This is an optimization exercise on Yosys and OpenROAD, whose aim is small area, not a production implementation.
In this exercise RTL edits were held to simulation tests only and were not proved equivalent to the original.
No activity file was given, so power comes from the tool's default toggle rates.

== build 53 ==
==> flow/design.v <==
`default_nettype none
package biquad_pkg;
    typedef enum logic [1:0] {
        ST_IDLE      = 2'd0,
        ST_FETCH     = 2'd1,
        ST_NEXT      = 2'd2,
        ST_WAIT_SWAP = 2'd3
    } loader_state_t;
    localparam int B0 = 0;
    localparam int B1 = 1;
    localparam int B2 = 2;
    localparam int A1 = 3;
    localparam int A2 = 4;
    localparam int DEFAULT_TIMEOUT = 255;
endpackage
`default_nettype wire
`default_nettype none
module biquad_coeff_bank #(
    parameter int  DATA_W = 64,
    parameter int  N_SECT = 4,
    parameter int  N_COEF = 5,
    localparam int SECT_W = (N_SECT > 1) ? $clog2(N_SECT) : 1,
    localparam int IDX_W  = (N_COEF > 1) ? $clog2(N_COEF) : 1
) (
    input  logic              clk,
    input  logic              rst,
    input  logic              i_wr_en,
    input  logic [DATA_W-1:0] i_wr_dat,
    input  logic              i_swap,
    input  logic [SECT_W-1:0] i_rd_sect,
    input  logic [IDX_W-1:0]  i_rd_idx,
    output logic [DATA_W-1:0] o_rd_dat
);
    localparam int c_N_WORDS = N_SECT * N_COEF;
    logic [DATA_W-1:0] r_shadow [c_N_WORDS];
    logic [DATA_W-1:0] r_active [c_N_WORDS];
    logic [c_N_WORDS-1:0] r_sel;
    always_ff @(posedge clk) begin
        if (i_wr_en) begin
            for (int i = 0; i < c_N_WORDS - 1; i++) begin
                r_shadow[i] <= r_shadow[i+1];
            end
            r_shadow[c_N_WORDS-1] <= i_wr_dat;
        end
        if (i_swap) begin
            for (int i = 0; i < c_N_WORDS; i++) begin
                r_active[i] <= r_shadow[i];
            end
        end
    end
    logic r_valid;
    logic w_valid;
    assign w_valid = r_valid | i_swap;
    always_ff @(posedge clk or posedge rst) begin
        if (rst) begin
            r_valid <= 1'b0;
            r_sel   <= '0;
        end else begin
            r_valid <= w_valid;
            for (int s = 0; s < N_SECT; s++) begin
                for (int c = 0; c < N_COEF; c++) begin
                    r_sel[s*N_COEF + c] <= w_valid && i_rd_sect == SECT_W'(s) && i_rd_idx == IDX_W'(c);
                end
            end
        end
    end
    always_comb begin
        o_rd_dat = '0;
        for (int i = 0; i < c_N_WORDS; i++) begin
            o_rd_dat = o_rd_dat | (r_active[i] & {DATA_W{r_sel[i]}});
        end
    end
endmodule
`default_nettype wire
`default_nettype none
module wb_biquad_coeff_loader #(
    parameter int  DATA_W  = 64,
    parameter int  ADDR_W  = 9,
    parameter int  N_SECT  = 4,
    parameter int  N_COEF  = 5,
    parameter int  TIMEOUT = biquad_pkg::DEFAULT_TIMEOUT,
    localparam int SECT_W  = (N_SECT > 1) ? $clog2(N_SECT) : 1,
    localparam int IDX_W   = (N_COEF > 1) ? $clog2(N_COEF) : 1
) (
    input  logic              wb_clk_i,
    input  logic              wb_rst_i,
    output logic              coeff_wbm_cyc_o,
    output logic              coeff_wbm_stb_o,
    output logic [ADDR_W-1:0] coeff_wbm_adr_o,
    input  logic [DATA_W-1:0] coeff_wbm_dat_i,
    input  logic              coeff_wbm_ack_i,
    input  logic [ADDR_W-1:0] base_adr_i,
    input  logic              load_i,
    input  logic              sample_stb_i,
    input  logic [SECT_W-1:0] rd_sect_i,
    input  logic [IDX_W-1:0]  rd_idx_i,
    output logic [DATA_W-1:0] rd_dat_o,
    output logic              busy_o,
    output logic              done_o,
    output logic              err_o
);
    localparam int c_N_WORDS = N_SECT * N_COEF;
    localparam int W_W   = $clog2(c_N_WORDS);
    localparam int TMO_W = (TIMEOUT > 1) ? $clog2(TIMEOUT) : 1;
    localparam logic [W_W-1:0]   c_LAST_W   = W_W'(c_N_WORDS - 1);
    localparam logic [TMO_W-1:0] c_TMO_LAST = TMO_W'(TIMEOUT - 1);
    biquad_pkg::loader_state_t r_state;
    logic [ADDR_W-1:0] r_adr;
    logic [W_W-1:0]    r_w;
    logic [TMO_W-1:0]  r_tmo;
    logic              r_done;
    logic              r_err;
    logic              w_start;
    logic              w_wr_en;
    logic              w_abort;
    logic              w_swap;
    assign w_start = (r_state == biquad_pkg::ST_IDLE) && load_i;
    assign w_wr_en = (r_state == biquad_pkg::ST_FETCH) && coeff_wbm_ack_i;
    assign w_abort = (r_state == biquad_pkg::ST_FETCH) && !coeff_wbm_ack_i && (r_tmo == c_TMO_LAST);
    assign w_swap  = (r_state == biquad_pkg::ST_WAIT_SWAP) && sample_stb_i;
    always_ff @(posedge wb_clk_i or posedge wb_rst_i) begin
        if (wb_rst_i) begin
            r_state <= biquad_pkg::ST_IDLE;
            r_done  <= 1'b0;
            r_err   <= 1'b0;
        end else begin
            r_done <= w_swap;
            if (w_start) begin
                r_err <= 1'b0;
            end
            if (w_abort) begin
                r_err <= 1'b1;
            end
            case (r_state)
                biquad_pkg::ST_IDLE:
                    if (load_i) r_state <= biquad_pkg::ST_FETCH;
                biquad_pkg::ST_FETCH:
                    if (coeff_wbm_ack_i) r_state <= biquad_pkg::ST_NEXT;
                    else if (w_abort)    r_state <= biquad_pkg::ST_IDLE;
                biquad_pkg::ST_NEXT:
                    r_state <= (r_w == c_LAST_W) ? biquad_pkg::ST_WAIT_SWAP : biquad_pkg::ST_FETCH;
                default:
                    if (sample_stb_i) r_state <= biquad_pkg::ST_IDLE;
            endcase
        end
    end
    always_ff @(posedge wb_clk_i) begin
        if (w_start) begin
            r_adr <= base_adr_i;
            r_w   <= '0;
            r_tmo <= '0;
        end else begin
            if (r_state == biquad_pkg::ST_FETCH) begin
                r_tmo <= coeff_wbm_ack_i ? '0 : r_tmo + TMO_W'(1);
            end
            if (r_state == biquad_pkg::ST_NEXT) begin
                r_w   <= r_w + W_W'(1);
                r_adr <= r_adr + ADDR_W'(1);
            end
        end
    end
    biquad_coeff_bank #(
        .DATA_W (DATA_W),
        .N_SECT (N_SECT),
        .N_COEF (N_COEF)
    ) u_bank (
        .clk       (wb_clk_i),
        .rst       (wb_rst_i),
        .i_wr_en   (w_wr_en),
        .i_wr_dat  (coeff_wbm_dat_i),
        .i_swap    (w_swap),
        .i_rd_sect (rd_sect_i),
        .i_rd_idx  (rd_idx_i),
        .o_rd_dat  (rd_dat_o)
    );
    assign coeff_wbm_adr_o = r_adr;
    assign coeff_wbm_cyc_o = (r_state == biquad_pkg::ST_FETCH);
    assign coeff_wbm_stb_o = (r_state == biquad_pkg::ST_FETCH);
    assign busy_o          = (r_state != biquad_pkg::ST_IDLE);
    assign done_o          = r_done;
    assign err_o           = r_err;
endmodule
`default_nettype wire
export LEC_CHECK = 0
export CAP_MARGIN = 20
export CORE_MARGIN = 2
export CORE_UTILIZATION = 45
export CTS_BUF_LIST = sky130_fd_sc_hd__clkbuf_8
export CTS_CLUSTER_DIAMETER = 60
export CTS_CLUSTER_SIZE = 18
export SLEW_MARGIN = 20
create_clock -name core_clock -period 8.0 [get_ports {wb_clk_i}]
run.sh (not shown) runs the stock make flow with config.mk's settings and CLKGATE_MAP_FILE= SYNTH_SCRIPT=/design/flow/synth_recipe.tcl, a recipe that flattens the netlist after the stock synthesis.
--- input diff build 53..build 90 ---
- swapping 60 for 80 in CTS_CLUSTER_DIAMETER
- swapping sky130_fd_sc_hd__clkbuf_8 for sky130_fd_sc_hd__clkbuf_16 in CTS_BUF_LIST
- swapping 18 for 30 in CTS_CLUSTER_SIZE
==> comparison <==
Per the comparison of build 90 with build 53, leakage dissipation went up 0.61%; part of the cycle the worst path needs went down 2.4 points; arrival time of the worst setup path went down 200 ps; number of clock buffer instances in the layout went down 63; sum of routed wire length over all layers went down 1.1%.
[compare] base=build 53 new=build 90: via count now smaller, fraction of met1 tracks used by global routing did not really move, post-route worst setup slack moved up.
[inputs] build 59 vs build 90
- a deleted CTS_CLUSTER_DIAMETER that had been 80
- a change of CTS_BUF_LIST from sky130_fd_sc_hd__clkbuf_16 to sky130_fd_sc_hd__clkbuf_8
### Flow results
- Sort build 59 and build 90 by met1 track demand over resource asc -> top: build 90
- Number of detailed-routing iterations run before antenna repair delta for build 59 relative to build 90: 1 lower
- Diff build 90 -> build 59: global-route met2 utilization went up 0.46 points; wire length reported by the detailed router went up 6600 um.
- Across both runs, number of vias after detailed routing was higher for build 59 than for build 90.
- Comparing build 59 and build 90, the higher overall power of the completed layout is on build 59.
- Changes observed in build 59 relative to build 90: number of buffers created by CTS has increased; routing usage on met3 now sits higher; period utilization rose 3.3 points; final worst setup slack has decreased; detailed-route wire length per cell down 1.0 um.

==> static timing again, ports no longer ideal <==
How much do the figures lean on ideal ports? The routed layouts below were timed once more, with nothing changed but the port constraints.
Step 1, drivers: a clkbuf_16 drives wb_clk_i and a buf_2 each remaining input, both assumed.
Step 2 moves the port delays by t, midway between the first and last clock arrival at a register: inputs arrive t later, outputs are due t later. That takes back most of the time a late clock gives input paths.
Three values: ideal, step 1, step 2; two values: the first two.
| run | shift t [ns] | setup WS [ns] | hold WS [ns] | worst setup path after step 2 |
|---|---|---|---|---|
| build 53 | 1.026 | 2.173 / 2.095 / 3.121 | 0.400 / 0.400 / 0.400 | register to output |
| build 90 | 0.823 | 2.369 / 2.291 / 3.114 | 0.417 / 0.417 / 0.417 | register to output |
| build 59 | 1.094 | 2.105 / 2.033 / 3.127 | 0.362 / 0.362 / 0.362 | register to output |
After both steps setup and hold are still met in every run listed.
